Background: an optimization exercise with open tools, aiming at small area and few clock cycles per item. Do not read the settings as production practice. No run shown here included a check of the RTL's function; only the layout flow was run.

## flow/design.v (module list and top-level ports; edited modules follow where they fit)
// module dsp_mac_pipe: 919 lines
module dsp_mac_pipe (
  input  logic               CLK,
  input  logic               RSTN,
  input  logic               IN_VALID,
  output logic               IN_READY,
  input  logic signed [17:0] A,
  input  logic signed [17:0] B,
  input  logic signed [17:0] D,
  input  logic signed [47:0] C,
  input  logic [3:0]         OPMODE,
  output logic               OUT_VALID,
  input  logic               OUT_READY,
  output logic signed [47:0] P,
  output logic               CARRYOUT,
  output logic               OVERFLOW
);
  // ...
==> flow/flow/run.sh <==
#!/bin/bash
# The standard ORFS layout (the standard.sh), with these changes:
# - the port buffers that global placement inserts on every input and output
#   are sky130_fd_sc_hd__buf_1 instead of the tool's default pick; timing
#   repair still resizes any of them that need more drive;
# - Yosys's synth runs without its early "abc -fast" pass, so the full adders
#   that ORFS extracts keep the polarity the RTL writes them in (the final ABC
#   mapping and everything else are unchanged);
# - clock tree synthesis uses smaller clock buffers, larger sink clusters and
#   no dummy loads.
set -euo pipefail
bash standard.sh "BUFFER_PORTS_ARGS=-buffer_cell sky130_fd_sc_hd__buf_1" "SYNTH_ARGS=-noabc" \
  "CTS_ARGS=-sink_clustering_enable -repair_clock_nets -buf_list {sky130_fd_sc_hd__clkbuf_4 sky130_fd_sc_hd__clkbuf_8} -sink_clustering_size 30 -sink_clustering_max_diameter 100 -dont_use_dummy_load" \
  finish > standard.log 2>&1
==> flow/standard.sh <==
#!/bin/bash
# synth_recipe.tcl (not shown) runs the flow's synth.tcl, then flattens the netlist and writes it again
# the make line also repeats each setting of config.mk as NAME=value (left out here)
make -C /OpenROAD-flow-scripts/flow DESIGN_CONFIG=/design/flow/config.mk WORK_HOME=/design/flow/orfs CLKGATE_MAP_FILE= SYNTH_SCRIPT=/design/flow/synth_recipe.tcl "${@:-finish}"
==> flow/config.mk <==
export PLATFORM = sky130hd
export DESIGN_NAME = dsp_mac_pipe
export DESIGN_NICKNAME = dsp_mac_pipe
export VERILOG_FILES = /design/flow/design.v
export SDC_FILE = /design/flow/constraint.sdc
export NUM_CORES = 4
export LEC_CHECK = 0
export CAP_MARGIN = 20
export CORE_MARGIN = 2
export CORE_UTILIZATION = 40
export SLEW_MARGIN = 20
==> flow/constraint.sdc <==
create_clock -name core_clock -period 7.0 [get_ports {CLK}]
set_input_delay 1.4000 -clock core_clock [delete_from_list [all_inputs] [get_ports {CLK}]]
set_output_delay 1.4000 -clock core_clock [all_outputs]
set_load 0.01 [all_outputs]
==> summary.txt, run 1 <==
DRT Pass-1 Iters -> 6
RR Startpoint -> a1_q[6]
Placement Rows -> 72
Fmax -> 149 MHz
Outcome -> timing/DRC/antenna clean
Starting DRT DRC Count -> 718
Area Overhead vs Synth -> 11.9%
Clk slew on worst S/H paths -> 0.09 ns
Post-synth EDFFs -> 137
Synth top area cells -> edfxtp_1 (27%), fa_1 (21%), xnor2_1 (12%), ha_1 (8.2%), a22oi_1 (6.8%)
FF/Latch Area -> 0.00427 sq mm
# diodes -> 0
Dpl hpwl -> 34.5 mm
Top cell type's share of synthesized area -> 0.266
Post-synthesis async set-or-reset flop share -> 0.0420
Most frequent cells in the layout -> xnor2_1 (219), buf_1 (161), fa_1 (160)
Crit path DAT -> 7.00 ns
DP Worst Slack -> 0.209 ns
Mux share of post-synthesis cell area -> 0.0366
Inst Count DP -> 2063
Post-route cell area -> 0.0173 sq mm
Num CTS Buffers -> 17
Most common cell after layout, fill and taps aside -> xnor2_1
Clock sinks -> 143
Fin util -> 0.451
Via/cell ratio -> 5.38
Crit start category -> flip-flop
Number of setup buffers added after CTS -> 0
Post-DR wirelength/cell -> 20.5 microns
ANT nets after route -> 0
Die area -> 0.0402 sq mm
Largest family of logic cells by synthesized area -> adder cells
Congestion Overflow GR -> 0
Register area share after synthesis -> 0.276
GR Util met3 -> 0.0453
Layout cells sized above 1 -> 0.106
Vias post-DR -> 11200
R2r setup slk -> 0.30 ns
CP Capture Point -> co_q
==> run 2: changes to the inputs <==
--- a/flow/design.v
+++ b/flow/design.v
@@ -30,17 +30,119 @@
   logic        sb;
   logic [18:0] dg, bx, pre_d;
   logic [19:0] pre_w, pre_x, pre_y;
   assign sb    = OPMODE[0] & OPMODE[1];
   assign dg    = OPMODE[0] ? {D[17], D} : 19'd0;
   assign bx    = {B[17], B} ^ {19{sb}};
   assign pre_x = {dg, 1'b1};
   assign pre_y = {bx, sb};
-  assign pre_w = pre_x + pre_y;
+  wire [19:0] pp_g0, pp_p0;
+  assign pp_g0 = pre_x & pre_y;
+  assign pp_p0 = pre_x ^ pre_y;
+  wire pp_G1, pp_P1;
+  assign pp_G1 = pp_g0[1] | (pp_p0[1] & pp_g0[0]);
+  assign pp_P1 = pp_p0[1] & pp_p0[0];
+  wire pp_G2, pp_P2;
+  assign pp_G2 = pp_g0[3] | (pp_p0[3] & pp_g0[2]);
+  assign pp_P2 = pp_p0[3] & pp_p0[2];
+  wire pp_G3, pp_P3;
+  assign pp_G3 = pp_g0[5] | (pp_p0[5] & pp_g0[4]);
+  assign pp_P3 = pp_p0[5] & pp_p0[4];
+  wire pp_G4, pp_P4;
+  assign pp_G4 = pp_g0[7] | (pp_p0[7] & pp_g0[6]);
+  assign pp_P4 = pp_p0[7] & pp_p0[6];
+  wire pp_G5, pp_P5;
+  assign pp_G5 = pp_g0[9] | (pp_p0[9] & pp_g0[8]);
+  assign pp_P5 = pp_p0[9] & pp_p0[8];
+  wire pp_G6, pp_P6;
+  assign pp_G6 = pp_g0[11] | (pp_p0[11] & pp_g0[10]);
+  assign pp_P6 = pp_p0[11] & pp_p0[10];
+  wire pp_G7, pp_P7;
+  assign pp_G7 = pp_g0[13] | (pp_p0[13] & pp_g0[12]);
+  assign pp_P7 = pp_p0[13] & pp_p0[12];
+  wire pp_G8, pp_P8;
+  assign pp_G8 = pp_g0[15] | (pp_p0[15] & pp_g0[14]);
+  assign pp_P8 = pp_p0[15] & pp_p0[14];
+  wire pp_G9, pp_P9;
+  assign pp_G9 = pp_g0[17] | (pp_p0[17] & pp_g0[16]);
+  assign pp_P9 = pp_p0[17] & pp_p0[16];
+  wire pp_G10, pp_P10;
+  assign pp_G10 = pp_g0[19] | (pp_p0[19] & pp_g0[18]);
+  assign pp_P10 = pp_p0[19] & pp_p0[18];
+  wire pp_G11, pp_P11;
+  assign pp_G11 = pp_G2 | (pp_P2 & pp_G1);
+  assign pp_P11 = pp_P2 & pp_P1;
+  wire pp_G12, pp_P12;
+  assign pp_G12 = pp_G4 | (pp_P4 & pp_G3);
+  assign pp_P12 = pp_P4 & pp_P3;
+  wire pp_G13, pp_P13;
+  assign pp_G13 = pp_G6 | (pp_P6 & pp_G5);
+  assign pp_P13 = pp_P6 & pp_P5;
+  wire pp_G14, pp_P14;
+  assign pp_G14 = pp_G8 | (pp_P8 & pp_G7);
+  assign pp_P14 = pp_P8 & pp_P7;
+  wire pp_G15, pp_P15;
+  assign pp_G15 = pp_G10 | (pp_P10 & pp_G9);
+  assign pp_P15 = pp_P10 & pp_P9;
+  wire pp_G16, pp_P16;
+  assign pp_G16 = pp_G12 | (pp_P12 & pp_G11);
+  assign pp_P16 = pp_P12 & pp_P11;
+  wire pp_G17, pp_P17;
+  assign pp_G17 = pp_G14 | (pp_P14 & pp_G13);
+  assign pp_P17 = pp_P14 & pp_P13;
+  wire pp_G18, pp_P18;
+  assign pp_G18 = pp_G17 | (pp_P17 & pp_G16);
+  assign pp_P18 = pp_P17 & pp_P16;
+  wire pp_G19, pp_P19;
+  assign pp_G19 = pp_G13 | (pp_P13 & pp_G16);
+  assign pp_P19 = pp_P13 & pp_P16;
+  wire pp_G20, pp_P20;
+  assign pp_G20 = pp_G15 | (pp_P15 & pp_G18);
+  assign pp_P20 = pp_P15 & pp_P18;
+  wire pp_G21, pp_P21;
+  assign pp_G21 = pp_G3 | (pp_P3 & pp_G11);
+  assign pp_P21 = pp_P3 & pp_P11;
+  wire pp_G22, pp_P22;
+  assign pp_G22 = pp_G5 | (pp_P5 & pp_G16);
+  assign pp_P22 = pp_P5 & pp_P16;
+  wire pp_G23, pp_P23;
+  assign pp_G23 = pp_G7 | (pp_P7 & pp_G19);
+  assign pp_P23 = pp_P7 & pp_P19;
+  wire pp_G24, pp_P24;
+  assign pp_G24 = pp_G9 | (pp_P9 & pp_G18);
+  assign pp_P24 = pp_P9 & pp_P18;
+  wire pp_G25, pp_P25;
+  assign pp_G25 = pp_g0[2] | (pp_p0[2] & pp_G1);
+  assign pp_P25 = pp_p0[2] & pp_P1;
+  wire pp_G26, pp_P26;
+  assign pp_G26 = pp_g0[4] | (pp_p0[4] & pp_G11);
+  assign pp_P26 = pp_p0[4] & pp_P11;
+  wire pp_G27, pp_P27;
+  assign pp_G27 = pp_g0[6] | (pp_p0[6] & pp_G21);
+  assign pp_P27 = pp_p0[6] & pp_P21;
+  wire pp_G28, pp_P28;
+  assign pp_G28 = pp_g0[8] | (pp_p0[8] & pp_G16);
+  assign pp_P28 = pp_p0[8] & pp_P16;
+  wire pp_G29, pp_P29;
+  assign pp_G29 = pp_g0[10] | (pp_p0[10] & pp_G22);
+  assign pp_P29 = pp_p0[10] & pp_P22;
+  wire pp_G30, pp_P30;
+  assign pp_G30 = pp_g0[12] | (pp_p0[12] & pp_G19);
+  assign pp_P30 = pp_p0[12] & pp_P19;
+  wire pp_G31, pp_P31;
+  assign pp_G31 = pp_g0[14] | (pp_p0[14] & pp_G23);
+  assign pp_P31 = pp_p0[14] & pp_P23;
+  wire pp_G32, pp_P32;
+  assign pp_G32 = pp_g0[16] | (pp_p0[16] & pp_G18);
+  assign pp_P32 = pp_p0[16] & pp_P18;
+  wire pp_G33, pp_P33;
+  assign pp_G33 = pp_g0[18] | (pp_p0[18] & pp_G24);
+  assign pp_P33 = pp_p0[18] & pp_P24;
+  assign pre_w = {pp_p0[19] ^ pp_G33, pp_p0[18] ^ pp_G24, pp_p0[17] ^ pp_G32, pp_p0[16] ^ pp_G18, pp_p0[15] ^ pp_G31, pp_p0[14] ^ pp_G23, pp_p0[13] ^ pp_G30, pp_p0[12] ^ pp_G19, pp_p0[11] ^ pp_G29, pp_p0[10] ^ pp_G22, pp_p0[9] ^ pp_G28, pp_p0[8] ^ pp_G16, pp_p0[7] ^ pp_G27, pp_p0[6] ^ pp_G21, pp_p0[5] ^ pp_G26, pp_p0[4] ^ pp_G11, pp_p0[3] ^ pp_G25, pp_p0[2] ^ pp_G1, pp_p0[1] ^ pp_g0[0], pp_p0[0]};
   assign pre_d = pre_w[19:1];
   always_ff @(posedge CLK or negedge RSTN) begin
     if (!RSTN)    v1_q <= 1'b0;
     else if (adv) v1_q <= IN_VALID;
   end
   always_ff @(posedge CLK) begin
     if (adv) begin
       a1_q   <= A;
@@ -51,18 +153,18 @@
   end
   logic [18:0] pre;
   logic [18:0] a_ext;
   logic [8:0]  one, two, neg;
   assign pre   = pre1_q;
   assign a_ext = {a1_q, 1'b0};
   always_comb begin
     for (int i = 0; i < 9; i++) begin
-      one[i] = v1_q & (a_ext[2*i+1] ^ a_ext[2*i]);
-      two[i] = v1_q & ((a_ext[2*i+2] & ~a_ext[2*i+1] & ~a_ext[2*i]) |
+      one[i] = a_ext[2*i+1] ^ a_ext[2*i];
+      two[i] = ((a_ext[2*i+2] & ~a_ext[2*i+1] & ~a_ext[2*i]) |
                        (~a_ext[2*i+2] & a_ext[2*i+1] & a_ext[2*i]));
       neg[i] = v1_q & (a_ext[2*i+2] ^ op1_q[1]);
     end
   end
   logic [19:0] pre2, pre1;
   assign pre1 = {pre[18], pre};
   assign pre2 = {pre, 1'b0};
   logic [19:0] y0, y1, y2, y3, y4, y5, y6, y7, y8;
@@ -75,422 +177,420 @@
   assign y6 = (({20{one[6]}} & pre1) | ({20{two[6]}} & pre2)) ^ {20{neg[6]}};
   assign y7 = (({20{one[7]}} & pre1) | ({20{two[7]}} & pre2)) ^ {20{neg[7]}};
   assign y8 = (({20{one[8]}} & pre1) | ({20{two[8]}} & pre2)) ^ {20{neg[8]}};
   logic        use_acc;
   logic [47:0] base;
   assign use_acc = op1_q[0] && (cnt_q != 4'd0);
   assign base    = use_acc ? r_q : c1_q;
   wire s1, c2;
-  assign {c2, s1} = {1'b0, neg[0]} + {1'b0, base[0]} + {1'b0, y0[0]};
+  assign {c2, s1} = {1'b0, neg[7]} + {1'b0, base[14]} + {1'b0, 1'b0};
   wire s3, c4;
-  assign {c4, s3} = {1'b0, base[1]} + {1'b0, y0[1]} + {1'b0, c2};
+  assign {c4, s3} = {1'b0, base[15]} + {1'b0, y0[15]} + {1'b0, 1'b0};
   wire s5, c6;
-  assign {c6, s5} = {1'b0, neg[1]} + {1'b0, base[2]} + {1'b0, y0[2]};
+  assign {c6, s5} = {1'b0, neg[8]} + {1'b0, base[16]} + {1'b0, y0[16]};
   wire s7, c8;
-  assign {c8, s7} = {1'b0, y1[0]} + {1'b0, s5} + {1'b0, c4};
+  assign {c8, s7} = {1'b0, y1[14]} + {1'b0, y2[12]} + {1'b0, 1'b0};
   wire s9, c10;
-  assign {c10, s9} = {1'b0, base[3]} + {1'b0, y0[3]} + {1'b0, y1[1]};
+  assign {c10, s9} = {1'b0, base[17]} + {1'b0, y0[17]} + {1'b0, y1[15]};
   wire s11, c12;
-  assign {c12, s11} = {1'b0, c6} + {1'b0, s9} + {1'b0, 1'b0};
+  assign {c12, s11} = {1'b0, y2[13]} + {1'b0, y3[11]} + {1'b0, 1'b0};
   wire s13, c14;
-  assign {c14, s13} = {1'b0, neg[2]} + {1'b0, base[4]} + {1'b0, y0[4]};
+  assign {c14, s13} = {1'b0, base[18]} + {1'b0, y0[18]} + {1'b0, y1[16]};
   wire s15, c16;
-  assign {c16, s15} = {1'b0, y1[2]} + {1'b0, y2[0]} + {1'b0, c10};
+  assign {c16, s15} = {1'b0, y2[14]} + {1'b0, y3[12]} + {1'b0, 1'b0};
   wire s17, c18;
-  assign {c18, s17} = {1'b0, s13} + {1'b0, c12} + {1'b0, s15};
+  assign {c18, s17} = {1'b0, 1'b1} + {1'b0, base[19]} + {1'b0, ~y0[19]};
   wire s19, c20;
-  assign {c20, s19} = {1'b0, base[5]} + {1'b0, y0[5]} + {1'b0, y1[3]};
+  assign {c20, s19} = {1'b0, y1[17]} + {1'b0, y2[15]} + {1'b0, y3[13]};
   wire s21, c22;
-  assign {c22, s21} = {1'b0, y2[1]} + {1'b0, c14} + {1'b0, s19};
+  assign {c22, s21} = {1'b0, 1'b1} + {1'b0, base[20]} + {1'b0, y1[18]};
   wire s23, c24;
-  assign {c24, s23} = {1'b0, c16} + {1'b0, s21} + {1'b0, 1'b0};
+  assign {c24, s23} = {1'b0, y2[16]} + {1'b0, y3[14]} + {1'b0, 1'b0};
   wire s25, c26;
-  assign {c26, s25} = {1'b0, neg[3]} + {1'b0, base[6]} + {1'b0, y0[6]};
+  assign {c26, s25} = {1'b0, base[21]} + {1'b0, ~y1[19]} + {1'b0, y2[17]};
   wire s27, c28;
-  assign {c28, s27} = {1'b0, y1[4]} + {1'b0, y2[2]} + {1'b0, y3[0]};
+  assign {c28, s27} = {1'b0, 1'b1} + {1'b0, base[22]} + {1'b0, 1'b0};
   wire s29, c30;
-  assign {c30, s29} = {1'b0, c20} + {1'b0, s25} + {1'b0, s27};
+  assign {c30, s29} = {1'b0, neg[4]} + {1'b0, base[8]} + {1'b0, 1'b0};
   wire s31, c32;
-  assign {c32, s31} = {1'b0, c22} + {1'b0, s29} + {1'b0, 1'b0};
+  assign {c32, s31} = {1'b0, base[9]} + {1'b0, y0[9]} + {1'b0, 1'b0};
   wire s33, c34;
-  assign {c34, s33} = {1'b0, base[7]} + {1'b0, y0[7]} + {1'b0, y1[5]};
+  assign {c34, s33} = {1'b0, neg[5]} + {1'b0, base[10]} + {1'b0, y0[10]};
   wire s35, c36;
-  assign {c36, s35} = {1'b0, y2[3]} + {1'b0, y3[1]} + {1'b0, c26};
+  assign {c36, s35} = {1'b0, y1[8]} + {1'b0, y2[6]} + {1'b0, 1'b0};
   wire s37, c38;
-  assign {c38, s37} = {1'b0, c28} + {1'b0, s33} + {1'b0, c30};
+  assign {c38, s37} = {1'b0, base[11]} + {1'b0, y0[11]} + {1'b0, y1[9]};
   wire s39, c40;
-  assign {c40, s39} = {1'b0, s35} + {1'b0, c32} + {1'b0, 1'b0};
+  assign {c40, s39} = {1'b0, y2[7]} + {1'b0, y3[5]} + {1'b0, 1'b0};
   wire s41, c42;
-  assign {c42, s41} = {1'b0, neg[4]} + {1'b0, base[8]} + {1'b0, y0[8]};
+  assign {c42, s41} = {1'b0, neg[6]} + {1'b0, base[12]} + {1'b0, y0[12]};
   wire s43, c44;
-  assign {c44, s43} = {1'b0, y1[6]} + {1'b0, y2[4]} + {1'b0, y3[2]};
+  assign {c44, s43} = {1'b0, y1[10]} + {1'b0, y2[8]} + {1'b0, y3[6]};
   wire s45, c46;
-  assign {c46, s45} = {1'b0, y4[0]} + {1'b0, c34} + {1'b0, s41};
+  assign {c46, s45} = {1'b0, y4[4]} + {1'b0, y5[2]} + {1'b0, 1'b0};
   wire s47, c48;
-  assign {c48, s47} = {1'b0, s43} + {1'b0, c36} + {1'b0, s45};
+  assign {c48, s47} = {1'b0, base[13]} + {1'b0, y0[13]} + {1'b0, y1[11]};
   wire s49, c50;
-  assign {c50, s49} = {1'b0, c38} + {1'b0, s47} + {1'b0, 1'b0};
+  assign {c50, s49} = {1'b0, y2[9]} + {1'b0, y3[7]} + {1'b0, y4[5]};
   wire s51, c52;
-  assign {c52, s51} = {1'b0, base[9]} + {1'b0, y0[9]} + {1'b0, y1[7]};
+  assign {c52, s51} = {1'b0, y5[3]} + {1'b0, y6[1]} + {1'b0, 1'b0};
   wire s53, c54;
-  assign {c54, s53} = {1'b0, y2[5]} + {1'b0, y3[3]} + {1'b0, y4[1]};
+  assign {c54, s53} = {1'b0, s1} + {1'b0, y0[14]} + {1'b0, y1[12]};
   wire s55, c56;
-  assign {c56, s55} = {1'b0, c42} + {1'b0, c44} + {1'b0, s51};
+  assign {c56, s55} = {1'b0, y2[10]} + {1'b0, y3[8]} + {1'b0, y4[6]};
   wire s57, c58;
-  assign {c58, s57} = {1'b0, s53} + {1'b0, c46} + {1'b0, s55};
+  assign {c58, s57} = {1'b0, y5[4]} + {1'b0, y6[2]} + {1'b0, y7[0]};
   wire s59, c60;
-  assign {c60, s59} = {1'b0, c48} + {1'b0, s57} + {1'b0, 1'b0};
+  assign {c60, s59} = {1'b0, c2} + {1'b0, y1[13]} + {1'b0, y2[11]};
   wire s61, c62;
-  assign {c62, s61} = {1'b0, neg[5]} + {1'b0, base[10]} + {1'b0, y0[10]};
+  assign {c62, s61} = {1'b0, y3[9]} + {1'b0, y4[7]} + {1'b0, y5[5]};
   wire s63, c64;
-  assign {c64, s63} = {1'b0, y1[8]} + {1'b0, y2[6]} + {1'b0, y3[4]};
+  assign {c64, s63} = {1'b0, y6[3]} + {1'b0, y7[1]} + {1'b0, s3};
   wire s65, c66;
-  assign {c66, s65} = {1'b0, y4[2]} + {1'b0, y5[0]} + {1'b0, c52};
+  assign {c66, s65} = {1'b0, y3[10]} + {1'b0, y4[8]} + {1'b0, y5[6]};
   wire s67, c68;
-  assign {c68, s67} = {1'b0, c54} + {1'b0, s61} + {1'b0, s63};
+  assign {c68, s67} = {1'b0, y6[4]} + {1'b0, y7[2]} + {1'b0, y8[0]};
   wire s69, c70;
-  assign {c70, s69} = {1'b0, c56} + {1'b0, s65} + {1'b0, s67};
+  assign {c70, s69} = {1'b0, c4} + {1'b0, s5} + {1'b0, s7};
   wire s71, c72;
-  assign {c72, s71} = {1'b0, c58} + {1'b0, s69} + {1'b0, 1'b0};
+  assign {c72, s71} = {1'b0, y4[9]} + {1'b0, y5[7]} + {1'b0, y6[5]};
   wire s73, c74;
-  assign {c74, s73} = {1'b0, base[11]} + {1'b0, y0[11]} + {1'b0, y1[9]};
+  assign {c74, s73} = {1'b0, y7[3]} + {1'b0, y8[1]} + {1'b0, c6};
   wire s75, c76;
-  assign {c76, s75} = {1'b0, y2[7]} + {1'b0, y3[5]} + {1'b0, y4[3]};
+  assign {c76, s75} = {1'b0, c8} + {1'b0, s9} + {1'b0, s11};
   wire s77, c78;
-  assign {c78, s77} = {1'b0, y5[1]} + {1'b0, c62} + {1'b0, c64};
+  assign {c78, s77} = {1'b0, y4[10]} + {1'b0, y5[8]} + {1'b0, y6[6]};
   wire s79, c80;
-  assign {c80, s79} = {1'b0, s73} + {1'b0, s75} + {1'b0, c66};
+  assign {c80, s79} = {1'b0, y7[4]} + {1'b0, y8[2]} + {1'b0, c10};
   wire s81, c82;
-  assign {c82, s81} = {1'b0, c68} + {1'b0, s77} + {1'b0, s79};
+  assign {c82, s81} = {1'b0, c12} + {1'b0, s13} + {1'b0, s15};
   wire s83, c84;
-  assign {c84, s83} = {1'b0, c70} + {1'b0, s81} + {1'b0, 1'b0};
+  assign {c84, s83} = {1'b0, y4[11]} + {1'b0, y5[9]} + {1'b0, y6[7]};
   wire s85, c86;
-  assign {c86, s85} = {1'b0, neg[6]} + {1'b0, base[12]} + {1'b0, y0[12]};
+  assign {c86, s85} = {1'b0, y7[5]} + {1'b0, y8[3]} + {1'b0, c14};
   wire s87, c88;
-  assign {c88, s87} = {1'b0, y1[10]} + {1'b0, y2[8]} + {1'b0, y3[6]};
+  assign {c88, s87} = {1'b0, c16} + {1'b0, s17} + {1'b0, s19};
   wire s89, c90;
-  assign {c90, s89} = {1'b0, y4[4]} + {1'b0, y5[2]} + {1'b0, y6[0]};
+  assign {c90, s89} = {1'b0, y4[12]} + {1'b0, y5[10]} + {1'b0, y6[8]};
   wire s91, c92;
-  assign {c92, s91} = {1'b0, c74} + {1'b0, c76} + {1'b0, s85};
+  assign {c92, s91} = {1'b0, y7[6]} + {1'b0, y8[4]} + {1'b0, c18};
   wire s93, c94;
-  assign {c94, s93} = {1'b0, s87} + {1'b0, s89} + {1'b0, c78};
+  assign {c94, s93} = {1'b0, c20} + {1'b0, s21} + {1'b0, s23};
   wire s95, c96;
-  assign {c96, s95} = {1'b0, s91} + {1'b0, c80} + {1'b0, s93};
+  assign {c96, s95} = {1'b0, y3[15]} + {1'b0, y4[13]} + {1'b0, y5[11]};
   wire s97, c98;
-  assign {c98, s97} = {1'b0, c82} + {1'b0, s95} + {1'b0, 1'b0};
+  assign {c98, s97} = {1'b0, y6[9]} + {1'b0, y7[7]} + {1'b0, y8[5]};
   wire s99, c100;
-  assign {c100, s99} = {1'b0, base[13]} + {1'b0, y0[13]} + {1'b0, y1[11]};
+  assign {c100, s99} = {1'b0, c22} + {1'b0, c24} + {1'b0, s25};
   wire s101, c102;
-  assign {c102, s101} = {1'b0, y2[9]} + {1'b0, y3[7]} + {1'b0, y4[5]};
+  assign {c102, s101} = {1'b0, s27} + {1'b0, y2[18]} + {1'b0, y3[16]};
   wire s103, c104;
-  assign {c104, s103} = {1'b0, y5[3]} + {1'b0, y6[1]} + {1'b0, c86};
+  assign {c104, s103} = {1'b0, y4[14]} + {1'b0, y5[12]} + {1'b0, y6[10]};
   wire s105, c106;
-  assign {c106, s105} = {1'b0, c88} + {1'b0, c90} + {1'b0, s99};
+  assign {c106, s105} = {1'b0, y7[8]} + {1'b0, y8[6]} + {1'b0, c26};
   wire s107, c108;
-  assign {c108, s107} = {1'b0, s101} + {1'b0, c92} + {1'b0, s103};
+  assign {c108, s107} = {1'b0, base[23]} + {1'b0, c28} + {1'b0, ~y2[19]};
   wire s109, c110;
-  assign {c110, s109} = {1'b0, s105} + {1'b0, c94} + {1'b0, s107};
+  assign {c110, s109} = {1'b0, y3[17]} + {1'b0, y4[15]} + {1'b0, y5[13]};
   wire s111, c112;
-  assign {c112, s111} = {1'b0, c96} + {1'b0, s109} + {1'b0, 1'b0};
+  assign {c112, s111} = {1'b0, y6[11]} + {1'b0, y7[9]} + {1'b0, y8[7]};
   wire s113, c114;
-  assign {c114, s113} = {1'b0, neg[7]} + {1'b0, base[14]} + {1'b0, y0[14]};
+  assign {c114, s113} = {1'b0, 1'b1} + {1'b0, base[24]} + {1'b0, y3[18]};
   wire s115, c116;
-  assign {c116, s115} = {1'b0, y1[12]} + {1'b0, y2[10]} + {1'b0, y3[8]};
+  assign {c116, s115} = {1'b0, y4[16]} + {1'b0, y5[14]} + {1'b0, y6[12]};
   wire s117, c118;
-  assign {c118, s117} = {1'b0, y4[6]} + {1'b0, y5[4]} + {1'b0, y6[2]};
+  assign {c118, s117} = {1'b0, y7[10]} + {1'b0, y8[8]} + {1'b0, 1'b0};
   wire s119, c120;
-  assign {c120, s119} = {1'b0, y7[0]} + {1'b0, c100} + {1'b0, c102};
+  assign {c120, s119} = {1'b0, base[25]} + {1'b0, ~y3[19]} + {1'b0, y4[17]};
   wire s121, c122;
-  assign {c122, s121} = {1'b0, s113} + {1'b0, s115} + {1'b0, s117};
+  assign {c122, s121} = {1'b0, y5[15]} + {1'b0, y6[13]} + {1'b0, y7[11]};
   wire s123, c124;
-  assign {c124, s123} = {1'b0, c104} + {1'b0, c106} + {1'b0, s119};
+  assign {c124, s123} = {1'b0, 1'b1} + {1'b0, base[26]} + {1'b0, y4[18]};
   wire s125, c126;
-  assign {c126, s125} = {1'b0, s121} + {1'b0, c108} + {1'b0, s123};
+  assign {c126, s125} = {1'b0, y5[16]} + {1'b0, y6[14]} + {1'b0, 1'b0};
   wire s127, c128;
-  assign {c128, s127} = {1'b0, c110} + {1'b0, s125} + {1'b0, 1'b0};
+  assign {c128, s127} = {1'b0, base[27]} + {1'b0, ~y4[19]} + {1'b0, y5[17]};
   wire s129, c130;
-  assign {c130, s129} = {1'b0, base[15]} + {1'b0, y0[15]} + {1'b0, y1[13]};
+  assign {c130, s129} = {1'b0, 1'b1} + {1'b0, base[28]} + {1'b0, 1'b0};
   wire s131, c132;
-  assign {c132, s131} = {1'b0, y2[11]} + {1'b0, y3[9]} + {1'b0, y4[7]};
+  assign {c132, s131} = {1'b0, neg[2]} + {1'b0, base[4]} + {1'b0, 1'b0};
   wire s133, c134;
-  assign {c134, s133} = {1'b0, y5[5]} + {1'b0, y6[3]} + {1'b0, y7[1]};
+  assign {c134, s133} = {1'b0, base[5]} + {1'b0, y0[5]} + {1'b0, 1'b0};
   wire s135, c136;
-  assign {c136, s135} = {1'b0, c114} + {1'b0, c116} + {1'b0, c118};
+  assign {c136, s135} = {1'b0, neg[3]} + {1'b0, base[6]} + {1'b0, y0[6]};
   wire s137, c138;
-  assign {c138, s137} = {1'b0, s129} + {1'b0, s131} + {1'b0, s133};
+  assign {c138, s137} = {1'b0, y1[4]} + {1'b0, y2[2]} + {1'b0, 1'b0};
   wire s139, c140;
-  assign {c140, s139} = {1'b0, c120} + {1'b0, c122} + {1'b0, s135};
+  assign {c140, s139} = {1'b0, base[7]} + {1'b0, y0[7]} + {1'b0, y1[5]};
   wire s141, c142;
-  assign {c142, s141} = {1'b0, s137} + {1'b0, c124} + {1'b0, s139};
+  assign {c142, s141} = {1'b0, y2[3]} + {1'b0, y3[1]} + {1'b0, 1'b0};
   wire s143, c144;
-  assign {c144, s143} = {1'b0, c126} + {1'b0, s141} + {1'b0, 1'b0};
+  assign {c144, s143} = {1'b0, s29} + {1'b0, y0[8]} + {1'b0, y1[6]};
   wire s145, c146;
-  assign {c146, s145} = {1'b0, neg[8]} + {1'b0, base[16]} + {1'b0, y0[16]};
+  assign {c146, s145} = {1'b0, y2[4]} + {1'b0, y3[2]} + {1'b0, y4[0]};
   wire s147, c148;
-  assign {c148, s147} = {1'b0, y1[14]} + {1'b0, y2[12]} + {1'b0, y3[10]};
+  assign {c148, s147} = {1'b0, c30} + {1'b0, y1[7]} + {1'b0, y2[5]};
   wire s149, c150;
-  assign {c150, s149} = {1'b0, y4[8]} + {1'b0, y5[6]} + {1'b0, y6[4]};
+  assign {c150, s149} = {1'b0, y3[3]} + {1'b0, y4[1]} + {1'b0, s31};
   wire s151, c152;
-  assign {c152, s151} = {1'b0, y7[2]} + {1'b0, y8[0]} + {1'b0, c130};
+  assign {c152, s151} = {1'b0, y3[4]} + {1'b0, y4[2]} + {1'b0, y5[0]};
   wire s153, c154;
-  assign {c154, s153} = {1'b0, c132} + {1'b0, c134} + {1'b0, s145};
+  assign {c154, s153} = {1'b0, c32} + {1'b0, s33} + {1'b0, s35};
   wire s155, c156;
-  assign {c156, s155} = {1'b0, s147} + {1'b0, s149} + {1'b0, c136};
+  assign {c156, s155} = {1'b0, y4[3]} + {1'b0, y5[1]} + {1'b0, c34};
   wire s157, c158;
-  assign {c158, s157} = {1'b0, c138} + {1'b0, s151} + {1'b0, s153};
+  assign {c158, s157} = {1'b0, c36} + {1'b0, s37} + {1'b0, s39};
   wire s159, c160;
-  assign {c160, s159} = {1'b0, c140} + {1'b0, s155} + {1'b0, s157};
+  assign {c160, s159} = {1'b0, y6[0]} + {1'b0, c38} + {1'b0, c40};
   wire s161, c162;
-  assign {c162, s161} = {1'b0, c142} + {1'b0, s159} + {1'b0, 1'b0};
+  assign {c162, s161} = {1'b0, s41} + {1'b0, s43} + {1'b0, s45};
   wire s163, c164;
-  assign {c164, s163} = {1'b0, base[17]} + {1'b0, y0[17]} + {1'b0, y1[15]};
+  assign {c164, s163} = {1'b0, c42} + {1'b0, c44} + {1'b0, c46};
   wire s165, c166;
-  assign {c166, s165} = {1'b0, y2[13]} + {1'b0, y3[11]} + {1'b0, y4[9]};
+  assign {c166, s165} = {1'b0, s47} + {1'b0, s49} + {1'b0, s51};
   wire s167, c168;
-  assign {c168, s167} = {1'b0, y5[7]} + {1'b0, y6[5]} + {1'b0, y7[3]};
+  assign {c168, s167} = {1'b0, c48} + {1'b0, c50} + {1'b0, c52};
   wire s169, c170;
-  assign {c170, s169} = {1'b0, y8[1]} + {1'b0, c146} + {1'b0, c148};
+  assign {c170, s169} = {1'b0, s53} + {1'b0, s55} + {1'b0, s57};
   wire s171, c172;
-  assign {c172, s171} = {1'b0, c150} + {1'b0, s163} + {1'b0, s165};
+  assign {c172, s171} = {1'b0, c54} + {1'b0, c56} + {1'b0, c58};
   wire s173, c174;
-  assign {c174, s173} = {1'b0, s167} + {1'b0, c152} + {1'b0, c154};
+  assign {c174, s173} = {1'b0, s59} + {1'b0, s61} + {1'b0, s63};
   wire s175, c176;
-  assign {c176, s175} = {1'b0, s169} + {1'b0, s171} + {1'b0, c156};
+  assign {c176, s175} = {1'b0, c60} + {1'b0, c62} + {1'b0, s65};
   wire s177, c178;
-  assign {c178, s177} = {1'b0, c158} + {1'b0, s173} + {1'b0, s175};
+  assign {c178, s177} = {1'b0, s67} + {1'b0, c64} + {1'b0, s69};
   wire s179, c180;
-  assign {c180, s179} = {1'b0, c160} + {1'b0, s177} + {1'b0, 1'b0};
+  assign {c180, s179} = {1'b0, c66} + {1'b0, c68} + {1'b0, s71};
   wire s181, c182;
-  assign {c182, s181} = {1'b0, base[18]} + {1'b0, y0[18]} + {1'b0, y1[16]};
+  assign {c182, s181} = {1'b0, c70} + {1'b0, s73} + {1'b0, s75};
   wire s183, c184;
-  assign {c184, s183} = {1'b0, y2[14]} + {1'b0, y3[12]} + {1'b0, y4[10]};
+  assign {c184, s183} = {1'b0, c72} + {1'b0, s77} + {1'b0, c74};
   wire s185, c186;
-  assign {c186, s185} = {1'b0, y5[8]} + {1'b0, y6[6]} + {1'b0, y7[4]};
+  assign {c186, s185} = {1'b0, c76} + {1'b0, s79} + {1'b0, s81};
   wire s187, c188;
-  assign {c188, s187} = {1'b0, y8[2]} + {1'b0, c164} + {1'b0, c166};
+  assign {c188, s187} = {1'b0, c78} + {1'b0, s83} + {1'b0, c80};
   wire s189, c190;
-  assign {c190, s189} = {1'b0, c168} + {1'b0, s181} + {1'b0, s183};
+  assign {c190, s189} = {1'b0, c82} + {1'b0, s85} + {1'b0, s87};
   wire s191, c192;
-  assign {c192, s191} = {1'b0, s185} + {1'b0, c170} + {1'b0, c172};
+  assign {c192, s191} = {1'b0, c84} + {1'b0, s89} + {1'b0, c86};
   wire s193, c194;
-  assign {c194, s193} = {1'b0, s187} + {1'b0, s189} + {1'b0, c174};
+  assign {c194, s193} = {1'b0, c88} + {1'b0, s91} + {1'b0, s93};
   wire s195, c196;
-  assign {c196, s195} = {1'b0, s191} + {1'b0, c176} + {1'b0, s193};
+  assign {c196, s195} = {1'b0, c90} + {1'b0, s95} + {1'b0, s97};
   wire s197, c198;
-  assign {c198, s197} = {1'b0, c178} + {1'b0, s195} + {1'b0, 1'b0};
+  assign {c198, s197} = {1'b0, c92} + {1'b0, c94} + {1'b0, s99};
   wire s199, c200;
-  assign {c200, s199} = {1'b0, 1'b1} + {1'b0, base[19]} + {1'b0, ~y0[19]};
+  assign {c200, s199} = {1'b0, c96} + {1'b0, c98} + {1'b0, s101};
   wire s201, c202;
-  assign {c202, s201} = {1'b0, y1[17]} + {1'b0, y2[15]} + {1'b0, y3[13]};
+  assign {c202, s201} = {1'b0, s103} + {1'b0, c100} + {1'b0, s105};
   wire s203, c204;
-  assign {c204, s203} = {1'b0, y4[11]} + {1'b0, y5[9]} + {1'b0, y6[7]};
+  assign {c204, s203} = {1'b0, c102} + {1'b0, c104} + {1'b0, s107};
   wire s205, c206;
-  assign {c206, s205} = {1'b0, y7[5]} + {1'b0, y8[3]} + {1'b0, c182};
+  assign {c206, s205} = {1'b0, s109} + {1'b0, s111} + {1'b0, c106};
   wire s207, c208;
-  assign {c208, s207} = {1'b0, c184} + {1'b0, c186} + {1'b0, s199};
+  assign {c208, s207} = {1'b0, c108} + {1'b0, c110} + {1'b0, c112};
   wire s209, c210;
-  assign {c210, s209} = {1'b0, s201} + {1'b0, s203} + {1'b0, c188};
+  assign {c210, s209} = {1'b0, s113} + {1'b0, s115} + {1'b0, s117};
   wire s211, c212;
-  assign {c212, s211} = {1'b0, c190} + {1'b0, s205} + {1'b0, s207};
+  assign {c212, s211} = {1'b0, y8[9]} + {1'b0, c114} + {1'b0, c116};
   wire s213, c214;
-  assign {c214, s213} = {1'b0, c192} + {1'b0, s209} + {1'b0, s211};
+  assign {c214, s213} = {1'b0, c118} + {1'b0, s119} + {1'b0, s121};
   wire s215, c216;
-  assign {c216, s215} = {1'b0, c194} + {1'b0, s213} + {1'b0, c196};
+  assign {c216, s215} = {1'b0, y7[12]} + {1'b0, y8[10]} + {1'b0, c120};
   wire s217, c218;
-  assign {c218, s217} = {1'b0, 1'b1} + {1'b0, base[20]} + {1'b0, y1[18]};
+  assign {c218, s217} = {1'b0, c122} + {1'b0, s123} + {1'b0, s125};
   wire s219, c220;
-  assign {c220, s219} = {1'b0, y2[16]} + {1'b0, y3[14]} + {1'b0, y4[12]};
+  assign {c220, s219} = {1'b0, y6[15]} + {1'b0, y7[13]} + {1'b0, y8[11]};
   wire s221, c222;
-  assign {c222, s221} = {1'b0, y5[10]} + {1'b0, y6[8]} + {1'b0, y7[6]};
+  assign {c222, s221} = {1'b0, c124} + {1'b0, c126} + {1'b0, s127};
   wire s223, c224;
-  assign {c224, s223} = {1'b0, y8[4]} + {1'b0, c200} + {1'b0, c202};
+  assign {c224, s223} = {1'b0, s129} + {1'b0, y5[18]} + {1'b0, y6[16]};
   wire s225, c226;
-  assign {c226, s225} = {1'b0, c204} + {1'b0, s217} + {1'b0, s219};
+  assign {c226, s225} = {1'b0, y7[14]} + {1'b0, y8[12]} + {1'b0, c128};
   wire s227, c228;
-  assign {c228, s227} = {1'b0, s221} + {1'b0, c206} + {1'b0, c208};
+  assign {c228, s227} = {1'b0, base[29]} + {1'b0, c130} + {1'b0, ~y5[19]};
   wire s229, c230;
-  assign {c230, s229} = {1'b0, s223} + {1'b0, s225} + {1'b0, c210};
+  assign {c230, s229} = {1'b0, y6[17]} + {1'b0, y7[15]} + {1'b0, y8[13]};
   wire s231, c232;
-  assign {c232, s231} = {1'b0, c212} + {1'b0, s227} + {1'b0, s229};
+  assign {c232, s231} = {1'b0, 1'b1} + {1'b0, base[30]} + {1'b0, y6[18]};
   wire s233, c234;
-  assign {c234, s233} = {1'b0, c214} + {1'b0, s231} + {1'b0, 1'b0};
+  assign {c234, s233} = {1'b0, y7[16]} + {1'b0, y8[14]} + {1'b0, 1'b0};
   wire s235, c236;
-  assign {c236, s235} = {1'b0, base[21]} + {1'b0, ~y1[19]} + {1'b0, y2[17]};
+  assign {c236, s235} = {1'b0, base[31]} + {1'b0, ~y6[19]} + {1'b0, y7[17]};
   wire s237, c238;
-  assign {c238, s237} = {1'b0, y3[15]} + {1'b0, y4[13]} + {1'b0, y5[11]};
+  assign {c238, s237} = {1'b0, 1'b1} + {1'b0, base[32]} + {1'b0, 1'b0};
   wire s239, c240;
-  assign {c240, s239} = {1'b0, y6[9]} + {1'b0, y7[7]} + {1'b0, y8[5]};
+  assign {c240, s239} = {1'b0, neg[1]} + {1'b0, base[2]} + {1'b0, 1'b0};
   wire s241, c242;
-  assign {c242, s241} = {1'b0, c218} + {1'b0, c220} + {1'b0, c222};
+  assign {c242, s241} = {1'b0, base[3]} + {1'b0, y0[3]} + {1'b0, 1'b0};
   wire s243, c244;
-  assign {c244, s243} = {1'b0, s235} + {1'b0, s237} + {1'b0, s239};
+  assign {c244, s243} = {1'b0, s131} + {1'b0, y0[4]} + {1'b0, y1[2]};
   wire s245, c246;
-  assign {c246, s245} = {1'b0, c224} + {1'b0, c226} + {1'b0, s241};
+  assign {c246, s245} = {1'b0, c132} + {1'b0, y1[3]} + {1'b0, y2[1]};
   wire s247, c248;
-  assign {c248, s247} = {1'b0, s243} + {1'b0, c228} + {1'b0, s245};
+  assign {c248, s247} = {1'b0, y3[0]} + {1'b0, c134} + {1'b0, s135};
   wire s249, c250;
-  assign {c250, s249} = {1'b0, c230} + {1'b0, s247} + {1'b0, c232};
+  assign {c250, s249} = {1'b0, c136} + {1'b0, c138} + {1'b0, s139};
   wire s251, c252;
-  assign {c252, s251} = {1'b0, 1'b1} + {1'b0, base[22]} + {1'b0, y2[18]};
+  assign {c252, s251} = {1'b0, c140} + {1'b0, c142} + {1'b0, s143};
   wire s253, c254;
-  assign {c254, s253} = {1'b0, y3[16]} + {1'b0, y4[14]} + {1'b0, y5[12]};
+  assign {c254, s253} = {1'b0, c144} + {1'b0, c146} + {1'b0, s147};
   wire s255, c256;
-  assign {c256, s255} = {1'b0, y6[10]} + {1'b0, y7[8]} + {1'b0, y8[6]};
+  assign {c256, s255} = {1'b0, c148} + {1'b0, s151} + {1'b0, c150};
   wire s257, c258;
-  assign {c258, s257} = {1'b0, c236} + {1'b0, c238} + {1'b0, c240};
+  assign {c258, s257} = {1'b0, c152} + {1'b0, c154} + {1'b0, s155};
   wire s259, c260;
-  assign {c260, s259} = {1'b0, s251} + {1'b0, s253} + {1'b0, s255};
+  assign {c260, s259} = {1'b0, c156} + {1'b0, c158} + {1'b0, s159};
   wire s261, c262;
-  assign {c262, s261} = {1'b0, c242} + {1'b0, c244} + {1'b0, s257};
+  assign {c262, s261} = {1'b0, c160} + {1'b0, c162} + {1'b0, s163};
   wire s263, c264;
-  assign {c264, s263} = {1'b0, s259} + {1'b0, c246} + {1'b0, s261};
+  assign {c264, s263} = {1'b0, c164} + {1'b0, c166} + {1'b0, s167};
   wire s265, c266;
-  assign {c266, s265} = {1'b0, c248} + {1'b0, s263} + {1'b0, 1'b0};
+  assign {c266, s265} = {1'b0, c168} + {1'b0, c170} + {1'b0, s171};
   wire s267, c268;
-  assign {c268, s267} = {1'b0, base[23]} + {1'b0, ~y2[19]} + {1'b0, y3[17]};
+  assign {c268, s267} = {1'b0, c172} + {1'b0, s175} + {1'b0, c174};
   wire s269, c270;
-  assign {c270, s269} = {1'b0, y4[15]} + {1'b0, y5[13]} + {1'b0, y6[11]};
+  assign {c270, s269} = {1'b0, c176} + {1'b0, s179} + {1'b0, c178};
   wire s271, c272;
-  assign {c272, s271} = {1'b0, y7[9]} + {1'b0, y8[7]} + {1'b0, c252};
+  assign {c272, s271} = {1'b0, c180} + {1'b0, s183} + {1'b0, c182};
   wire s273, c274;
-  assign {c274, s273} = {1'b0, c254} + {1'b0, c256} + {1'b0, s267};
+  assign {c274, s273} = {1'b0, c184} + {1'b0, s187} + {1'b0, c186};
   wire s275, c276;
-  assign {c276, s275} = {1'b0, s269} + {1'b0, c258} + {1'b0, c260};
+  assign {c276, s275} = {1'b0, c188} + {1'b0, s191} + {1'b0, c190};
   wire s277, c278;
-  assign {c278, s277} = {1'b0, s271} + {1'b0, s273} + {1'b0, c262};
+  assign {c278, s277} = {1'b0, s195} + {1'b0, c192} + {1'b0, c194};
   wire s279, c280;
-  assign {c280, s279} = {1'b0, s275} + {1'b0, c264} + {1'b0, s277};
+  assign {c280, s279} = {1'b0, c196} + {1'b0, s199} + {1'b0, c198};
   wire s281, c282;
-  assign {c282, s281} = {1'b0, 1'b1} + {1'b0, base[24]} + {1'b0, y3[18]};
+  assign {c282, s281} = {1'b0, c200} + {1'b0, s203} + {1'b0, c202};
   wire s283, c284;
-  assign {c284, s283} = {1'b0, y4[16]} + {1'b0, y5[14]} + {1'b0, y6[12]};
+  assign {c284, s283} = {1'b0, c204} + {1'b0, s207} + {1'b0, s209};
   wire s285, c286;
-  assign {c286, s285} = {1'b0, y7[10]} + {1'b0, y8[8]} + {1'b0, c268};
+  assign {c286, s285} = {1'b0, c208} + {1'b0, c210} + {1'b0, s211};
   wire s287, c288;
-  assign {c288, s287} = {1'b0, c270} + {1'b0, s281} + {1'b0, s283};
+  assign {c288, s287} = {1'b0, c212} + {1'b0, c214} + {1'b0, s215};
   wire s289, c290;
-  assign {c290, s289} = {1'b0, c272} + {1'b0, c274} + {1'b0, s285};
+  assign {c290, s289} = {1'b0, s219} + {1'b0, c216} + {1'b0, c218};
   wire s291, c292;
-  assign {c292, s291} = {1'b0, s287} + {1'b0, c276} + {1'b0, s289};
+  assign {c292, s291} = {1'b0, c220} + {1'b0, s223} + {1'b0, c222};
   wire s293, c294;
-  assign {c294, s293} = {1'b0, c278} + {1'b0, s291} + {1'b0, 1'b0};
+  assign {c294, s293} = {1'b0, c224} + {1'b0, s227} + {1'b0, s229};
   wire s295, c296;
-  assign {c296, s295} = {1'b0, base[25]} + {1'b0, ~y3[19]} + {1'b0, y4[17]};
+  assign {c296, s295} = {1'b0, c228} + {1'b0, c230} + {1'b0, s231};
   wire s297, c298;
-  assign {c298, s297} = {1'b0, y5[15]} + {1'b0, y6[13]} + {1'b0, y7[11]};
+  assign {c298, s297} = {1'b0, y8[15]} + {1'b0, c232} + {1'b0, c234};
   wire s299, c300;
-  assign {c300, s299} = {1'b0, y8[9]} + {1'b0, c282} + {1'b0, c284};
+  assign {c300, s299} = {1'b0, s237} + {1'b0, y7[18]} + {1'b0, y8[16]};
   wire s301, c302;
-  assign {c302, s301} = {1'b0, s295} + {1'b0, s297} + {1'b0, c286};
+  assign {c302, s301} = {1'b0, base[33]} + {1'b0, c238} + {1'b0, ~y7[19]};
   wire s303, c304;
-  assign {c304, s303} = {1'b0, c288} + {1'b0, s299} + {1'b0, c290};
+  assign {c304, s303} = {1'b0, 1'b1} + {1'b0, base[34]} + {1'b0, 1'b0};
   wire s305, c306;
-  assign {c306, s305} = {1'b0, s301} + {1'b0, c292} + {1'b0, s303};
+  assign {c306, s305} = {1'b0, neg[0]} + {1'b0, base[0]} + {1'b0, 1'b0};
   wire s307, c308;
-  assign {c308, s307} = {1'b0, 1'b1} + {1'b0, base[26]} + {1'b0, y4[18]};
+  assign {c308, s307} = {1'b0, base[1]} + {1'b0, y0[1]} + {1'b0, 1'b0};
   wire s309, c310;
-  assign {c310, s309} = {1'b0, y5[16]} + {1'b0, y6[14]} + {1'b0, y7[12]};
+  assign {c310, s309} = {1'b0, s239} + {1'b0, y0[2]} + {1'b0, y1[0]};
   wire s311, c312;
-  assign {c312, s311} = {1'b0, y8[10]} + {1'b0, c296} + {1'b0, c298};
+  assign {c312, s311} = {1'b0, c240} + {1'b0, y1[1]} + {1'b0, s241};
   wire s313, c314;
-  assign {c314, s313} = {1'b0, s307} + {1'b0, s309} + {1'b0, c300};
+  assign {c314, s313} = {1'b0, y2[0]} + {1'b0, c242} + {1'b0, s243};
   wire s315, c316;
-  assign {c316, s315} = {1'b0, s311} + {1'b0, c302} + {1'b0, s313};
+  assign {c316, s315} = {1'b0, c244} + {1'b0, s133} + {1'b0, s245};
   wire s317, c318;
-  assign {c318, s317} = {1'b0, c304} + {1'b0, s315} + {1'b0, 1'b0};
+  assign {c318, s317} = {1'b0, c246} + {1'b0, s137} + {1'b0, s247};
   wire s319, c320;
-  assign {c320, s319} = {1'b0, base[27]} + {1'b0, ~y4[19]} + {1'b0, y5[17]};
+  assign {c320, s319} = {1'b0, s141} + {1'b0, c248} + {1'b0, s249};
   wire s321, c322;
-  assign {c322, s321} = {1'b0, y6[15]} + {1'b0, y7[13]} + {1'b0, y8[11]};
+  assign {c322, s321} = {1'b0, s145} + {1'b0, c250} + {1'b0, s251};
   wire s323, c324;
-  assign {c324, s323} = {1'b0, c308} + {1'b0, c310} + {1'b0, s319};
+  assign {c324, s323} = {1'b0, c252} + {1'b0, s149} + {1'b0, s253};
   wire s325, c326;
-  assign {c326, s325} = {1'b0, s321} + {1'b0, c312} + {1'b0, s323};
+  assign {c326, s325} = {1'b0, c254} + {1'b0, s153} + {1'b0, s255};
   wire s327, c328;
-  assign {c328, s327} = {1'b0, c314} + {1'b0, s325} + {1'b0, c316};
+  assign {c328, s327} = {1'b0, s157} + {1'b0, c256} + {1'b0, s257};
   wire s329, c330;
-  assign {c330, s329} = {1'b0, 1'b1} + {1'b0, base[28]} + {1'b0, y5[18]};
+  assign {c330, s329} = {1'b0, s161} + {1'b0, c258} + {1'b0, s259};
   wire s331, c332;
-  assign {c332, s331} = {1'b0, y6[16]} + {1'b0, y7[14]} + {1'b0, y8[12]};
+  assign {c332, s331} = {1'b0, s165} + {1'b0, c260} + {1'b0, s261};
   wire s333, c334;
-  assign {c334, s333} = {1'b0, c320} + {1'b0, c322} + {1'b0, s329};
+  assign {c334, s333} = {1'b0, s169} + {1'b0, c262} + {1'b0, s263};
   wire s335, c336;
-  assign {c336, s335} = {1'b0, s331} + {1'b0, c324} + {1'b0, s333};
+  assign {c336, s335} = {1'b0, c264} + {1'b0, s265} + {1'b0, s173};
   wire s337, c338;
-  assign {c338, s337} = {1'b0, c326} + {1'b0, s335} + {1'b0, 1'b0};
+  assign {c338, s337} = {1'b0, c266} + {1'b0, s177} + {1'b0, s267};
   wire s339, c340;
-  assign {c340, s339} = {1'b0, base[29]} + {1'b0, ~y5[19]} + {1'b0, y6[17]};
+  assign {c340, s339} = {1'b0, s181} + {1'b0, c268} + {1'b0, s269};
   wire s341, c342;
-  assign {c342, s341} = {1'b0, y7[15]} + {1'b0, y8[13]} + {1'b0, c330};
+  assign {c342, s341} = {1'b0, s185} + {1'b0, c270} + {1'b0, s271};
   wire s343, c344;
-  assign {c344, s343} = {1'b0, c332} + {1'b0, s339} + {1'b0, c334};
+  assign {c344, s343} = {1'b0, s189} + {1'b0, c272} + {1'b0, s273};
   wire s345, c346;
-  assign {c346, s345} = {1'b0, s341} + {1'b0, c336} + {1'b0, s343};
+  assign {c346, s345} = {1'b0, s193} + {1'b0, c274} + {1'b0, s275};
   wire s347, c348;
-  assign {c348, s347} = {1'b0, 1'b1} + {1'b0, base[30]} + {1'b0, y6[18]};
+  assign {c348, s347} = {1'b0, s197} + {1'b0, c276} + {1'b0, s277};
   wire s349, c350;
-  assign {c350, s349} = {1'b0, y7[16]} + {1'b0, y8[14]} + {1'b0, c340};
+  assign {c350, s349} = {1'b0, s201} + {1'b0, c278} + {1'b0, s279};
   wire s351, c352;
-  assign {c352, s351} = {1'b0, s347} + {1'b0, c342} + {1'b0, s349};
+  assign {c352, s351} = {1'b0, s205} + {1'b0, c280} + {1'b0, s281};
   wire s353, c354;
-  assign {c354, s353} = {1'b0, c344} + {1'b0, s351} + {1'b0, 1'b0};
+  assign {c354, s353} = {1'b0, c206} + {1'b0, s283} + {1'b0, c282};
   wire s355, c356;
-  assign {c356, s355} = {1'b0, base[31]} + {1'b0, ~y6[19]} + {1'b0, y7[17]};
+  assign {c356, s355} = {1'b0, s213} + {1'b0, c284} + {1'b0, s285};
   wire s357, c358;
-  assign {c358, s357} = {1'b0, y8[15]} + {1'b0, c348} + {1'b0, s355};
+  assign {c358, s357} = {1'b0, s217} + {1'b0, c286} + {1'b0, s287};
   wire s359, c360;
-  assign {c360, s359} = {1'b0, c350} + {1'b0, s357} + {1'b0, c352};
+  assign {c360, s359} = {1'b0, s221} + {1'b0, c288} + {1'b0, s289};
   wire s361, c362;
-  assign {c362, s361} = {1'b0, 1'b1} + {1'b0, base[32]} + {1'b0, y7[18]};
+  assign {c362, s361} = {1'b0, s225} + {1'b0, c290} + {1'b0, s291};
   wire s363, c364;
-  assign {c364, s363} = {1'b0, y8[16]} + {1'b0, c356} + {1'b0, s361};
+  assign {c364, s363} = {1'b0, c226} + {1'b0, s293} + {1'b0, c292};
   wire s365, c366;
-  assign {c366, s365} = {1'b0, c358} + {1'b0, s363} + {1'b0, 1'b0};
+  assign {c366, s365} = {1'b0, s233} + {1'b0, c294} + {1'b0, s295};
   wire s367, c368;
-  assign {c368, s367} = {1'b0, base[33]} + {1'b0, ~y7[19]} + {1'b0, y8[17]};
+  assign {c368, s367} = {1'b0, s235} + {1'b0, c296} + {1'b0, s297};
   wire s369, c370;
-  assign {c370, s369} = {1'b0, c362} + {1'b0, s367} + {1'b0, c364};
+  assign {c370, s369} = {1'b0, c236} + {1'b0, s299} + {1'b0, c298};
   wire s371, c372;
-  assign {c372, s371} = {1'b0, 1'b1} + {1'b0, base[34]} + {1'b0, y8[18]};
+  assign {c372, s371} = {1'b0, y8[17]} + {1'b0, c300} + {1'b0, s301};
   wire s373, c374;
-  assign {c374, s373} = {1'b0, c368} + {1'b0, s371} + {1'b0, 1'b0};
+  assign {c374, s373} = {1'b0, s303} + {1'b0, y8[18]} + {1'b0, c302};
   wire s375, c376;
-  assign {c376, s375} = {1'b0, base[35]} + {1'b0, ~y8[19]} + {1'b0, c372};
+  assign {c376, s375} = {1'b0, base[35]} + {1'b0, c304} + {1'b0, ~y8[19]};
   wire s377, c378;
-  assign {c378, s377} = {1'b0, c374} + {1'b0, s375} + {1'b0, 1'b0};
+  assign {c378, s377} = {1'b0, 1'b1} + {1'b0, base[36]} + {1'b0, 1'b0};
   wire s379, c380;
-  assign {c380, s379} = {1'b0, 1'b1} + {1'b0, base[36]} + {1'b0, c376};
+  assign {c380, s379} = {1'b0, 1'b1} + {1'b0, base[37]} + {1'b0, 1'b0};
   wire s381, c382;
-  assign {c382, s381} = {1'b0, 1'b1} + {1'b0, base[37]} + {1'b0, 1'b0};
+  assign {c382, s381} = {1'b0, 1'b1} + {1'b0, base[38]} + {1'b0, 1'b0};
   wire s383, c384;
-  assign {c384, s383} = {1'b0, 1'b1} + {1'b0, base[38]} + {1'b0, c382};
+  assign {c384, s383} = {1'b0, 1'b1} + {1'b0, base[39]} + {1'b0, 1'b0};
   wire s385, c386;
-  assign {c386, s385} = {1'b0, 1'b1} + {1'b0, base[39]} + {1'b0, c384};
+  assign {c386, s385} = {1'b0, 1'b1} + {1'b0, base[40]} + {1'b0, 1'b0};
   wire s387, c388;
-  assign {c388, s387} = {1'b0, 1'b1} + {1'b0, base[40]} + {1'b0, c386};
+  assign {c388, s387} = {1'b0, 1'b1} + {1'b0, base[41]} + {1'b0, 1'b0};
   wire s389, c390;
-  assign {c390, s389} = {1'b0, 1'b1} + {1'b0, base[41]} + {1'b0, c388};
+  assign {c390, s389} = {1'b0, 1'b1} + {1'b0, base[42]} + {1'b0, 1'b0};
   wire s391, c392;
-  assign {c392, s391} = {1'b0, 1'b1} + {1'b0, base[42]} + {1'b0, c390};
+  assign {c392, s391} = {1'b0, 1'b1} + {1'b0, base[43]} + {1'b0, 1'b0};
   wire s393, c394;
-  assign {c394, s393} = {1'b0, 1'b1} + {1'b0, base[43]} + {1'b0, c392};
+  assign {c394, s393} = {1'b0, 1'b1} + {1'b0, base[44]} + {1'b0, 1'b0};
   wire s395, c396;
-  assign {c396, s395} = {1'b0, 1'b1} + {1'b0, base[44]} + {1'b0, 1'b0};
+  assign {c396, s395} = {1'b0, 1'b1} + {1'b0, base[45]} + {1'b0, 1'b0};
   wire s397, c398;
-  assign {c398, s397} = {1'b0, 1'b1} + {1'b0, base[45]} + {1'b0, c396};
+  assign {c398, s397} = {1'b0, 1'b1} + {1'b0, base[46]} + {1'b0, 1'b0};
   wire s399, c400;
-  assign {c400, s399} = {1'b0, 1'b1} + {1'b0, base[46]} + {1'b0, c398};
+  assign {c400, s399} = {1'b0, 1'b1} + {1'b0, base[47]} + {1'b0, 1'b0};
   wire s401, c402;
-  assign {c402, s401} = {1'b0, 1'b1} + {1'b0, base[47]} + {1'b0, c400};
-  wire s403, c404;
-  assign {c404, s403} = {1'b0, 1'b1} + {1'b0, base[47]} + {1'b0, c402};
+  assign {c402, s401} = {1'b0, 1'b1} + {1'b0, base[47]} + {1'b0, 1'b0};
   wire [48:0] sx, sy;
-  assign sx = {s403, s401, s399, s397, s395, s393, s391, s389, s387, s385, s383, s381, c378, s377, s373, c366, s365, c354, c346, c338, s337, c318, c306, c294, c280, c266, s265, c234, c216, c198, c180, c162, c144, c128, c112, c98, c84, c72, c60, c50, c40, s37, c24, c18, s17, s11, s7, s3, s1};
-  assign sy = {1'b0, 1'b0, 1'b0, 1'b0, c394, 1'b0, 1'b0, 1'b0, 1'b0, 1'b0, 1'b0, c380, s379, 1'b0, c370, s369, c360, s359, s353, s345, c328, s327, s317, s305, s293, s279, c250, s249, s233, s215, s197, s179, s161, s143, s127, s111, s97, s83, s71, s59, s49, s39, s31, s23, 1'b0, c8, 1'b0, 1'b0, 1'b0};
+  assign sx = {c400, c398, c396, c394, c392, c390, c388, c386, c384, c382, c380, c378, s377, s375, c372, s371, c368, c366, s365, c362, c360, c358, c356, s355, c352, c350, c348, c346, c344, c342, c340, c338, c336, c334, c332, c330, c328, c326, c324, c322, c320, c318, c316, c314, c312, c310, c308, c306, s305};
+  assign sy = {s401, s399, s397, s395, s393, s391, s389, s387, s385, s383, s381, s379, c376, c374, s373, c370, s369, s367, c364, s363, s361, s359, s357, c354, s353, s351, s349, s347, s345, s343, s341, s339, s337, s335, s333, s331, s329, s327, s325, s323, s321, s319, s317, s315, s313, s311, s309, s307, y0[0]};
   wire [48:0] cpa_s;
   wire [48:0] cp_g0, cp_p0;
   assign cp_g0 = sx & sy;
   assign cp_p0 = sx ^ sy;
   wire cp_G1, cp_P1;
   assign cp_G1 = cp_g0[1] | (cp_p0[1] & cp_g0[0]);
   assign cp_P1 = cp_p0[1] & cp_p0[0];
   wire cp_G2, cp_P2;
==> run 2 against run 1 <==
  * Clock skew increased by 0.0041 ns
  * Critical path depth down 1
  * Critical path type unchanged
  * Routed wire length down 5.5%
  * Register-to-register slack gained 0.05 ns
  * Cell area fell by 2.7%
  * Core utilization is 0.37 points lower
  * Cell count is 3.7% lower
  * Worst hold slack improved by 0.0048 ns
  * Die area is 0.81% lower
==> summary.txt, run 2 <==
Outcome -> timing/DRC/antenna clean (unchanged)
Final count of pins violating max slew -> 0 (unchanged)
Die area -> 0.0399 sq mm (was 0.0402 sq mm)
Netlist cell types -> 55 (was 60)
Tmin final -> 6.65 ns (was 6.70 ns)
Placer Congestion -> 0.886 (was 0.924)
Clk Tree Root Cell -> clkbuf_8 (unchanged)
Crit path DAT -> 6.90 ns (was 7.00 ns)
Inst Count DP -> 1987 (was 2063)
CTS tree -> yes (unchanged)
Initial antenna violation count -> 0 (unchanged)
Starting DRT DRC Count -> 698 (was 718)
Setup crit end kind -> flip-flop (unchanged)
Clock latency on the worst-skew pair -> 0.50 ns (was 0.54 ns)
Endpoints failing setup -> 0 (unchanged)
Maximum number of pins on one net before global-route repair -> 61 (was 58)
Number of setup buffers added after CTS -> 0 (unchanged)
Most frequent cells in the layout -> xnor2_1 (206), fa_1 (172), buf_1 (161) (was xnor2_1 (219), buf_1 (161), fa_1 (160))
Htree depth -> 4 (unchanged)
CTS Hold Bufs -> 0 (unchanged)
Syn Area/Cell -> 11.2 sq um (was 11.1 sq um)
Drt drc -> 0 (unchanged)
ANT nets after route -> 0 (unchanged)
R2r setup slk -> 0.35 ns (was 0.30 ns)
Slew headroom -> 0.371 (was 0.470)
Register area share after synthesis -> 0.278 (was 0.276)
Final cell count without fillers -> 2004 (was 2082)
Core box area -> 0.0377 sq mm (was 0.0384 sq mm)
Setup Skew -> 0.0380 ns (was 0.0340 ns)
Placement Rows -> 71 (was 72)
Syn_nets -> 1739 (was 1768)
Post-synthesis async set-or-reset flop share -> 0.0420 (unchanged)
Final hold viol count -> 0 (unchanged)
Synth top area cells -> edfxtp_1 (27%), fa_1 (22%), xnor2_1 (12%), ha_1 (7.7%), a22oi_1 (7.1%) (was edfxtp_1 (27%), fa_1 (21%), xnor2_1 (12%), ha_1 (8.2%), a22oi_1 (6.8%))
Worst R2R Path Depth -> 20 (was 21)
RR Startpoint -> a1_q[5] (was a1_q[6])
Fmax -> 150 MHz (was 149 MHz)
Most common cell after layout, fill and taps aside -> xnor2_1 (unchanged)
Vias in the first global route -> 11400 (was 11900)
Clock sinks -> 143 (unchanged)
Port Buf Inserts -> 161 (unchanged)
Num CTS Buffers -> 17 (unchanged)
Crit start category -> flip-flop (unchanged)
Unrepaired setup endpoints after global routing -> false (unchanged)
CP Max Fanout -> 18 (was 12)
Worst Hold Class -> flip-flop to flip-flop (unchanged)
Worst-margin pin slew -> 0.943 ns (was 0.795 ns)
Post-CTS Resized -> 0 (unchanged)
Max_cap viols -> 0 (unchanged)
Top cells by instance count after synthesis -> xnor2_1 (206), fa_1 (172), a22oi_1 (144) (was xnor2_1 (219), fa_1 (160), a22oi_1 (141))
Tcrit/Tclk final -> 0.950 (was 0.957)
WP data required -> 7.24 ns (was 7.30 ns)
# diodes -> 0 (unchanged)
Area Overhead vs Synth -> 9.83% (was 11.9%)
Post-synth EDFFs -> 137 (unchanged)
Final #Nets -> 1871 (was 1937)
Post-synth top area cell -> edfxtp_1 (unchanged)
Most frequent cell after synthesis -> xnor2_1 (unchanged)
Top Registers -> c1_q: 48 flops, r_q: 48 flops, pre1_q: 19 flops (unchanged)
Fill count -> 3549 (was 3670)
DRT Wirelength -> 40.4 mm (was 42.7 mm)
Post-DR wirelength/cell -> 20.2 microns (was 20.5 microns)
Via/cell ratio -> 5.41 (was 5.38)
CP Capture Point -> ovf_q (was co_q)
Clk slew on worst S/H paths -> 0.09 ns (about the same)
Synth Instances -> 1363 (was 1397)
Ys Warns -> 1 (unchanged)
First-pass GRT wire length -> 63.2 mm (was 66.8 mm)
DRT Pass-1 Iters -> 7 (was 6)
Post-Syn Area -> 0.0153 sq mm (was 0.0155 sq mm)
Height of the chip -> 200 microns (was 201 microns)
Layout cells sized above 1 -> 0.0764 (was 0.106)
Clock Path Buffers -> 2 (unchanged)
Synth Register Bits -> 143 (unchanged)
Dpl hpwl -> 31.5 mm (was 34.5 mm)
Chip Width -> 200 microns (was 201 microns)
Worst Setup SP -> a1_q[5] (was a1_q[6])
Congestion Overflow GR -> 0 (unchanged)
Main synth FF type -> edfxtp_1 (unchanged)
Reg2reg end -> ovf_q (was co_q)
Top cell type's share of synthesized area -> 0.268 (was 0.266)
Starting Density -> 0.407 (was 0.403)
Setup TNS -> 0 ns (unchanged)
Total track usage -> 0.212 (was 0.220)
Vias post-DR -> 10800 (was 11200)
Hold Slack -> 0.551 ns (was 0.546 ns)
Ports -> 162 (unchanged)
Fin util -> 0.447 (was 0.451)
CP Class -> flip-flop to flip-flop (unchanged)
[run 2: critical path, cell delays in order (launching register included)]
cell and delay, ns:
edfxtp_1 0.56, nand2b_1 0.21, o21ai_1 0.13, buf_4 0.25, a22oi_1 0.11, xnor2_1 0.24
fa_1 0.47, fa_1 0.42, fa_1 0.47, fa_1 0.43, fa_1 0.47, ha_1 0.46
nand3_2 0.18, or3_1 0.40, nand4b_1 0.26, nand3_2 0.26, a211oi_4 0.10, o22ai_2 0.18
a311o_1 0.35, nor4_1 0.08, a311o_1 0.34
[run 2: worst min-delay path by stage]
stage,start,to,slack [ns],cells after the start
after global routing,cnt_q[2],cnt_q[2],0.59,1
after CTS,cnt_q[2],cnt_q[2],0.55,1
after detailed placement,cnt_q[2],cnt_q[2],0.54,1
after global placement,cnt_q[2],cnt_q[2],0.54,1
after floorplan,cnt_q[2],cnt_q[2],0.50,1
final,cnt_q[2],cnt_q[2],0.55,1
[run 2: metrics by stage]
| stage | setup WS (ns) | instance area (sq um) |
|---|---|---|
| after floorplan | 0.239 | 15300 |
| after global placement | 0.416 | 16600 |
| after detailed placement | 0.336 | 16600 |
| after CTS | 0.344 | 16800 |
| after global routing | 0.0528 | 16800 |
| final | 0.349 | 16800 |
[run 2: kinds of logic (layout without fill, tap and decap cells)]
logic type,count (synthesis),in the layout,synth area share
xor gates and xnor gates,267,267,0.153
AOI/OAI and AO/OA,282,282,0.129
DFF,143,143,0.278
muxes,48,48,0.0332
and+or+nand+nor,191,191,0.0648
buffers and inverters,166,296,0.0406
adders and majority gates,266,266,0.301
[run 2: final cells by class]
type	count	area [sq um]	share of cell area
multi-input cells	1054	10500	0.621
clock buffers	17	234	0.0139
repair buffers	211	992	0.0589
well taps	511	639	0.0380
flip-flops and latches	143	4260	0.253
inverters	68	255	0.0152
[run 2: per-layer routing]
metal	track usage	part of all wire
met5	0	0
met1	0.279	0.44
met4	0.0727	0.024
met3	0.0450	0.057
met2	0.350	0.48

-- separate check: timing with driven ports --
The flow's constraints put no driver on any port. The routed layouts listed below were extracted and timed again, unchanged, in two steps.
Step 1, drivers: a clkbuf_16 drives CLK and a buf_2 each remaining input, both assumed.
Step 2, shift: input delay + t, output delay - t, t = (earliest + latest rising clock arrival at the registers) / 2. This alone moves slack from input paths to output paths.
Slacks: no drivers / after step 1 / after step 2; pairs: no drivers / after step 1.
run | t (ns) | setup slack, ns | worst hold slack (ns) | clock arrival spread, ns | slew at the worst register clock pin (ns)
run 1 | 0.569 | 0.298 / 0.298 / 0.298 | 0.546 / 0.546 / 0.546 | 0.034 / 0.034 | 0.09 / 0.09
run 2 | 0.537 | 0.349 / 0.349 / 0.349 | 0.551 / 0.551 / 0.551 | 0.038 / 0.038 | 0.09 / 0.09
After both steps every run listed still meets setup and hold.
